Source: an optimization exercise on an open RTL-to-GDS flow (aim: small area). Production flows keep margins and buffers that such runs may drop.
At most, simulation tests tie the RTL to the original design; equivalence was not proved.

==> exp/xenon <==
==> flow/design.v (excerpt) <==
module complex_mult_pipe (
    input  logic        clk,
    input  logic        rst,
    input  logic        in_valid,
    output logic        in_ready,
    input  logic [15:0] a_re,
    input  logic [15:0] a_im,
    input  logic [15:0] b_re,
    input  logic [15:0] b_im,
    input  logic        conj_en,
    output logic        out_valid,
    input  logic        out_ready,
    output logic [15:0] y_re,
    output logic [15:0] y_im,
    output logic        ovf
);
    logic ii_neg0;
    logic ii_neg1;
    logic ii_neg2;
    logic ii_neg3;
    logic ii_neg4;
    logic ii_neg5;
    logic ii_neg6;
    logic ii_neg7;
    logic ii_one0;
    logic ii_one1;
    logic ii_one2;
    logic ii_one3;
    logic ii_one4;
    logic ii_one5;
    logic ii_one6;
    logic ii_one7;
    logic ii_pp0_0;
    logic ii_pp0_1;
    logic ii_pp0_10;
    logic ii_pp0_11;
    logic ii_pp0_12;
    logic ii_pp0_13;
    logic ii_pp0_14;
    logic ii_pp0_15;
    logic ii_pp0_16;
    logic ii_pp0_2;
    logic ii_pp0_3;
    logic ii_pp0_4;
    logic ii_pp0_5;
    logic ii_pp0_6;
    logic ii_pp0_7;
  ...
clock: 8.0 ns
lec_check: 0
abc_area: 1
cap_margin: 20
core_margin: 2
core_utilization: 45
slew_margin: 20
standard.sh (not shown) runs the stock make flow with config.mk's settings and CLKGATE_MAP_FILE= SYNTH_SCRIPT=/design/flow/synth_recipe.tcl, a recipe that flattens the netlist after the stock synthesis.
==> flow/flow/run.sh <==
#!/bin/bash
# The standard layout (standard.sh) with these changes:
# - after synthesis, flow/polopt.py removes inverters between full adders by choosing each
#   full adder's polarity (a full adder is self-dual); registers and logic are unchanged;
# - ports are buffered with sky130_fd_sc_hd__buf_1 instead of the default delay cell;
# - clock tree synthesis uses smaller clock buffers and no dummy loads.
set -uo pipefail
R=orfs/results/${FLOW_PLATFORM}/complex_mult_pipe/base
bash standard.sh synth > synth.log 2>&1 || exit 1
cp "$R/1_2_yosys.v" "$R/1_2_yosys_std.v"
if python3 flow/polopt.py "$R/1_2_yosys_std.v" "$R/1_2_yosys_pol.v" 400000 > polopt.log 2>&1; then
  cp "$R/1_2_yosys_pol.v" "$R/1_2_yosys.v"
else
  echo "polopt failed; keeping the standard netlist" >> polopt.log
fi
touch "$R/1_2_yosys.v"
# From placement on, repair may use only small buffers (buf_1, buf_2): the nets it buffers here
# are short high-fanout nets, for which buf_4 and up mostly waste area.
echo 'export DONT_USE_CELLS += sky130_fd_sc_hd__buf_4 sky130_fd_sc_hd__buf_6 sky130_fd_sc_hd__buf_8 sky130_fd_sc_hd__buf_12 sky130_fd_sc_hd__buf_16 sky130_fd_sc_hd__bufbuf_8 sky130_fd_sc_hd__bufbuf_16' >> config.mk
bash standard.sh finish \
  "BUFFER_PORTS_ARGS=-buffer_cell sky130_fd_sc_hd__buf_1" \
  "CTS_ARGS=-sink_clustering_enable -repair_clock_nets -dont_use_dummy_load -buf_list {sky130_fd_sc_hd__clkbuf_4 sky130_fd_sc_hd__clkbuf_8}" \
  > layout.log 2>&1 || exit 1
Other scripts of this flow, unchanged in this note and not shown: flow/flow/polopt.py
==> inputs of exp/fjord, as changes to exp/xenon <==
--- a/flow/design.v
+++ b/flow/design.v
@@ -169,17 +169,16 @@
     logic ii_two0;
     logic ii_two1;
     logic ii_two2;
     logic ii_two3;
     logic ii_two4;
     logic ii_two5;
     logic ii_two6;
     logic ii_two7;
-    logic im_ovz;
     logic ir_neg0;
     logic ir_neg1;
     logic ir_neg2;
     logic ir_neg3;
     logic ir_neg4;
     logic ir_neg5;
     logic ir_neg6;
     logic ir_neg7;
@@ -330,17 +329,16 @@
     logic ir_two0;
     logic ir_two1;
     logic ir_two2;
     logic ir_two3;
     logic ir_two4;
     logic ir_two5;
     logic ir_two6;
     logic ir_two7;
-    logic re_ovz;
     logic ri_neg0;
     logic ri_neg1;
     logic ri_neg2;
     logic ri_neg3;
     logic ri_neg4;
     logic ri_neg5;
     logic ri_neg6;
     logic ri_neg7;
@@ -2844,17 +2842,16 @@
     assign trec512 = (tres449 & trec390) | (tres449 & trec448) | (trec390 & trec448);
     assign tres513 = trec394 ^ trec450 ^ tres451;
     assign trec514 = (trec394 & trec450) | (trec394 & tres451) | (trec450 & tres451);
     assign tres515 = ii_pp7_16 ^ tres453 ^ trec452;
     assign trec516 = (ii_pp7_16 & tres453) | (ii_pp7_16 & trec452) | (tres453 & trec452);
     assign re_ra = {1'b1, trec516, trec514, trec512, trec510, trec508, trec506, trec504, trec502, trec500, trec498, trec496, trec494, trec492, trec490, trec488, trec486, trec484, trec482, trec480, trec478, trec476, trec474, trec472, trec470, trec468, trec466, trec464, trec462, trec460, trec458, trec456, tres455};
     assign re_rb = {1'b0, trec454, tres515, tres513, tres511, tres509, tres507, tres505, tres503, tres501, tres499, tres497, tres495, tres493, tres491, tres489, tres487, tres485, tres483, tres481, tres479, tres477, tres475, tres473, tres471, tres469, tres467, tres465, tres463, tres461, tres459, tres457, ii_pp0_0};
     assign re_sum = re_ra + re_rb;
-    assign re_ovz = |re_sum[32:24];
     assign tims517 = ri_neg5 ^ ir_neg5;
     assign timc518 = ri_neg5 & ir_neg5;
     assign tims519 = ri_neg6 ^ ir_neg6 ^ ri_pp0_12;
     assign timc520 = (ri_neg6 & ir_neg6) | (ri_neg6 & ri_pp0_12) | (ir_neg6 & ri_pp0_12);
     assign tims521 = ri_pp1_10 ^ ri_pp2_8;
     assign timc522 = ri_pp1_10 & ri_pp2_8;
     assign tims523 = ri_pp0_13 ^ ri_pp1_11 ^ ri_pp2_9;
     assign timc524 = (ri_pp0_13 & ri_pp1_11) | (ri_pp0_13 & ri_pp2_9) | (ri_pp1_11 & ri_pp2_9);
@@ -3364,20 +3361,19 @@
     assign timc1028 = (tims965 & timc906) | (tims965 & timc964) | (timc906 & timc964);
     assign tims1029 = timc910 ^ timc966 ^ tims967;
     assign timc1030 = (timc910 & timc966) | (timc910 & tims967) | (timc966 & tims967);
     assign tims1031 = ir_pp7_16 ^ tims969 ^ timc968;
     assign timc1032 = (ir_pp7_16 & tims969) | (ir_pp7_16 & timc968) | (tims969 & timc968);
     assign im_ra = {1'b1, timc1032, timc1030, timc1028, timc1026, timc1024, timc1022, timc1020, timc1018, timc1016, timc1014, timc1012, timc1010, timc1008, timc1006, timc1004, timc1002, timc1000, timc998, timc996, timc994, timc992, timc990, timc988, timc986, timc984, timc982, timc980, timc978, timc976, timc974, timc972, tims971};
     assign im_rb = {1'b0, timc970, tims1031, tims1029, tims1027, tims1025, tims1023, tims1021, tims1019, tims1017, tims1015, tims1013, tims1011, tims1009, tims1007, tims1005, tims1003, tims1001, tims999, tims997, tims995, tims993, tims991, tims989, tims987, tims985, tims983, tims981, tims979, tims977, tims975, tims973, ir_pp0_0};
     assign im_sum = im_ra + im_rb;
-    assign im_ovz = |im_sum[32:24];
     logic       re_ov, im_ov;
-    assign re_ov = re_ovz;
-    assign im_ov = im_ovz;
+    assign re_ov = |re_sum[32:24];
+    assign im_ov = |im_sum[32:24];
     logic        adv;
     logic        v1_q, v2_q, v3_q, o2_q, ovf_q;
     logic        rov1_q, rsg1_q, iov1_q, isg1_q;
     logic [15:0] yr1_q, yi1_q, yr2_q, yi2_q, yr3_q, yi3_q;
     logic [15:0] yr1_sat, yi1_sat;
     assign adv = ~(v3_q & ~out_ready);
     assign yr1_sat = rov1_q ? {rsg1_q, {15{~rsg1_q}}} : yr1_q;
     assign yi1_sat = iov1_q ? {isg1_q, {15{~isg1_q}}} : yi1_q;
==> flow/flow/run.sh (replaced) <==
#!/bin/bash
# The standard layout (standard.sh) with one step added after synthesis: flow/polopt.py
# removes inverters between full adders by choosing each full adder's polarity (a full adder
# is self-dual), which leaves the registers and the logic function unchanged.
set -uo pipefail
R=orfs/results/${FLOW_PLATFORM}/complex_mult_pipe/base
bash standard.sh synth > synth.log 2>&1 || exit 1
cp "$R/1_2_yosys.v" "$R/1_2_yosys_std.v"
if python3 flow/polopt.py "$R/1_2_yosys_std.v" "$R/1_2_yosys_pol.v" 400000 > polopt.log 2>&1; then
  cp "$R/1_2_yosys_pol.v" "$R/1_2_yosys.v"
else
  echo "polopt failed; keeping the standard netlist" >> polopt.log
fi
touch "$R/1_2_yosys.v"
bash standard.sh finish > layout.log 2>&1 || exit 1
==> flow/config.mk (replaced) <==
export PLATFORM = sky130hd
export DESIGN_NAME = complex_mult_pipe
export DESIGN_NICKNAME = complex_mult_pipe
export VERILOG_FILES = /design/flow/design.v
export SDC_FILE = /design/flow/constraint.sdc
export NUM_CORES = 4
export LEC_CHECK = 0
export ABC_AREA = 1
export CAP_MARGIN = 20
export CORE_MARGIN = 2
export CORE_UTILIZATION = 40
export GPL_TIMING_DRIVEN = 0
export SLEW_MARGIN = 20
==> inputs of exp/amber, as changes to exp/xenon <==
--- a/flow/flow/run.sh
+++ b/flow/flow/run.sh
@@ -9,15 +9,12 @@
 bash standard.sh synth > synth.log 2>&1 || exit 1
 cp "$R/1_2_yosys.v" "$R/1_2_yosys_std.v"
 if python3 flow/polopt.py "$R/1_2_yosys_std.v" "$R/1_2_yosys_pol.v" 400000 > polopt.log 2>&1; then
   cp "$R/1_2_yosys_pol.v" "$R/1_2_yosys.v"
 else
   echo "polopt failed; keeping the standard netlist" >> polopt.log
 fi
 touch "$R/1_2_yosys.v"
-# From placement on, repair may use only small buffers (buf_1, buf_2): the nets it buffers here
-# are short high-fanout nets, for which buf_4 and up mostly waste area.
-echo 'export DONT_USE_CELLS += sky130_fd_sc_hd__buf_4 sky130_fd_sc_hd__buf_6 sky130_fd_sc_hd__buf_8 sky130_fd_sc_hd__buf_12 sky130_fd_sc_hd__buf_16 sky130_fd_sc_hd__bufbuf_8 sky130_fd_sc_hd__bufbuf_16' >> config.mk
 bash standard.sh finish \
   "BUFFER_PORTS_ARGS=-buffer_cell sky130_fd_sc_hd__buf_1" \
   "CTS_ARGS=-sink_clustering_enable -repair_clock_nets -dont_use_dummy_load -buf_list {sky130_fd_sc_hd__clkbuf_4 sky130_fd_sc_hd__clkbuf_8}" \
   > layout.log 2>&1 || exit 1
==> flow/config.mk (replaced) <==
export PLATFORM = sky130hd
export DESIGN_NAME = complex_mult_pipe
export DESIGN_NICKNAME = complex_mult_pipe
export VERILOG_FILES = /design/flow/design.v
export SDC_FILE = /design/flow/constraint.sdc
export NUM_CORES = 4
export LEC_CHECK = 0
export ABC_AREA = 1
export CAP_MARGIN = 20
export CORE_MARGIN = 2
export CORE_UTILIZATION = 45
export SLEW_MARGIN = 20
==> comparison table <==
item                                                            exp/amber                   exp/fjord    exp/xenon
Run status                               no timing/DRC/antenna violations  complete, but fails checks  no timing/DRC/antenna violations
Layout check failures                                                   -                setup timing            -
Cell area after layout                                          29800 um2                   31200 um2    29300 um2
Footprint of the multi-input gates                              22000 um2                   22800 um2    22000 um2
Number of inserted diodes                                               2                           5            7
Worst reg2reg setup slack                                         5.56 ns                     5.72 ns      5.76 ns
Setup slack at placement                                        -0.366 ns                    -2.76 ns    -0.204 ns
Met2 layer wire length in the routed design                      41700 um                    58900 um     41800 um
Final estimated routing congestion in global placement               1.02                        1.09         1.01
Maximum number of pins on one net before global-route repair           60                          52           36
NumNets Final                                                        3719                        3702         3843
Final core utilization                                              50.8%                       47.3%        49.8%
Placeable core area                                             58800 um2                   65900 um2    58800 um2
M1 GR Usage                                                         51.9%                       60.6%        50.3%
# resized after CTS                                                     0                         363            0
Maximum clock skew at final layout                              0.0322 ns                   0.0165 ns    0.0358 ns
Met1 wire length                                                 44300 um                    62600 um     43300 um
Vias in the first global route                                      23955                       25541        24145
Initial antenna violation count                                         2                           7            7
Time the worst path needs with I/O delays and setup               7.77 ns                     8.02 ns      7.86 ns
Iteration-0 DRC Markers                                              3229                        4142         3466
Max_slew headroom                                                   38.3%                       10.3%        34.3%
Number of fillers in the final layout                                5579                        6573         5760
Drt first pass iters                                                    6                           7            8
Die W                                                              248 um                      262 um       248 um
Required time of the critical path                                8.17 ns                     8.15 ns      8.16 ns
No functional check of the RTL was part of exp/xenon and exp/amber.

==> static timing again, ports no longer ideal <==
The flow's constraints put no driver on any port. The routed layouts listed below were extracted and timed again, unchanged, in two steps.
Step 1: set_driving_cell puts a clkbuf_16 on clk and a buf_2 on each other input, an assumption about the parent block.
Step 2 also shifts input and output timing later by t, the mid clock arrival at the registers, as if the neighbouring blocks saw the same clock.
Three values: ideal ports, drivers, drivers and shift; two values: the first two.
run	shift t [ns]	slack for setup (ns)	clock arrival spread, ns
exp/xenon	0.449	0.144 / 0.137 / -0.311	0.036 / 0.035
exp/fjord	0.441	-0.017 / 0.014 / -0.427	0.016 / 0.016
exp/amber	0.454	0.234 / 0.264 / -0.189	0.033 / 0.033
Met with ideal ports but missed after step 2: setup timing in exp/xenon and exp/amber. The setup slack of exp/xenon, which loses most, moves by -0.007 ns with the drivers and by -0.455 ns with both steps.
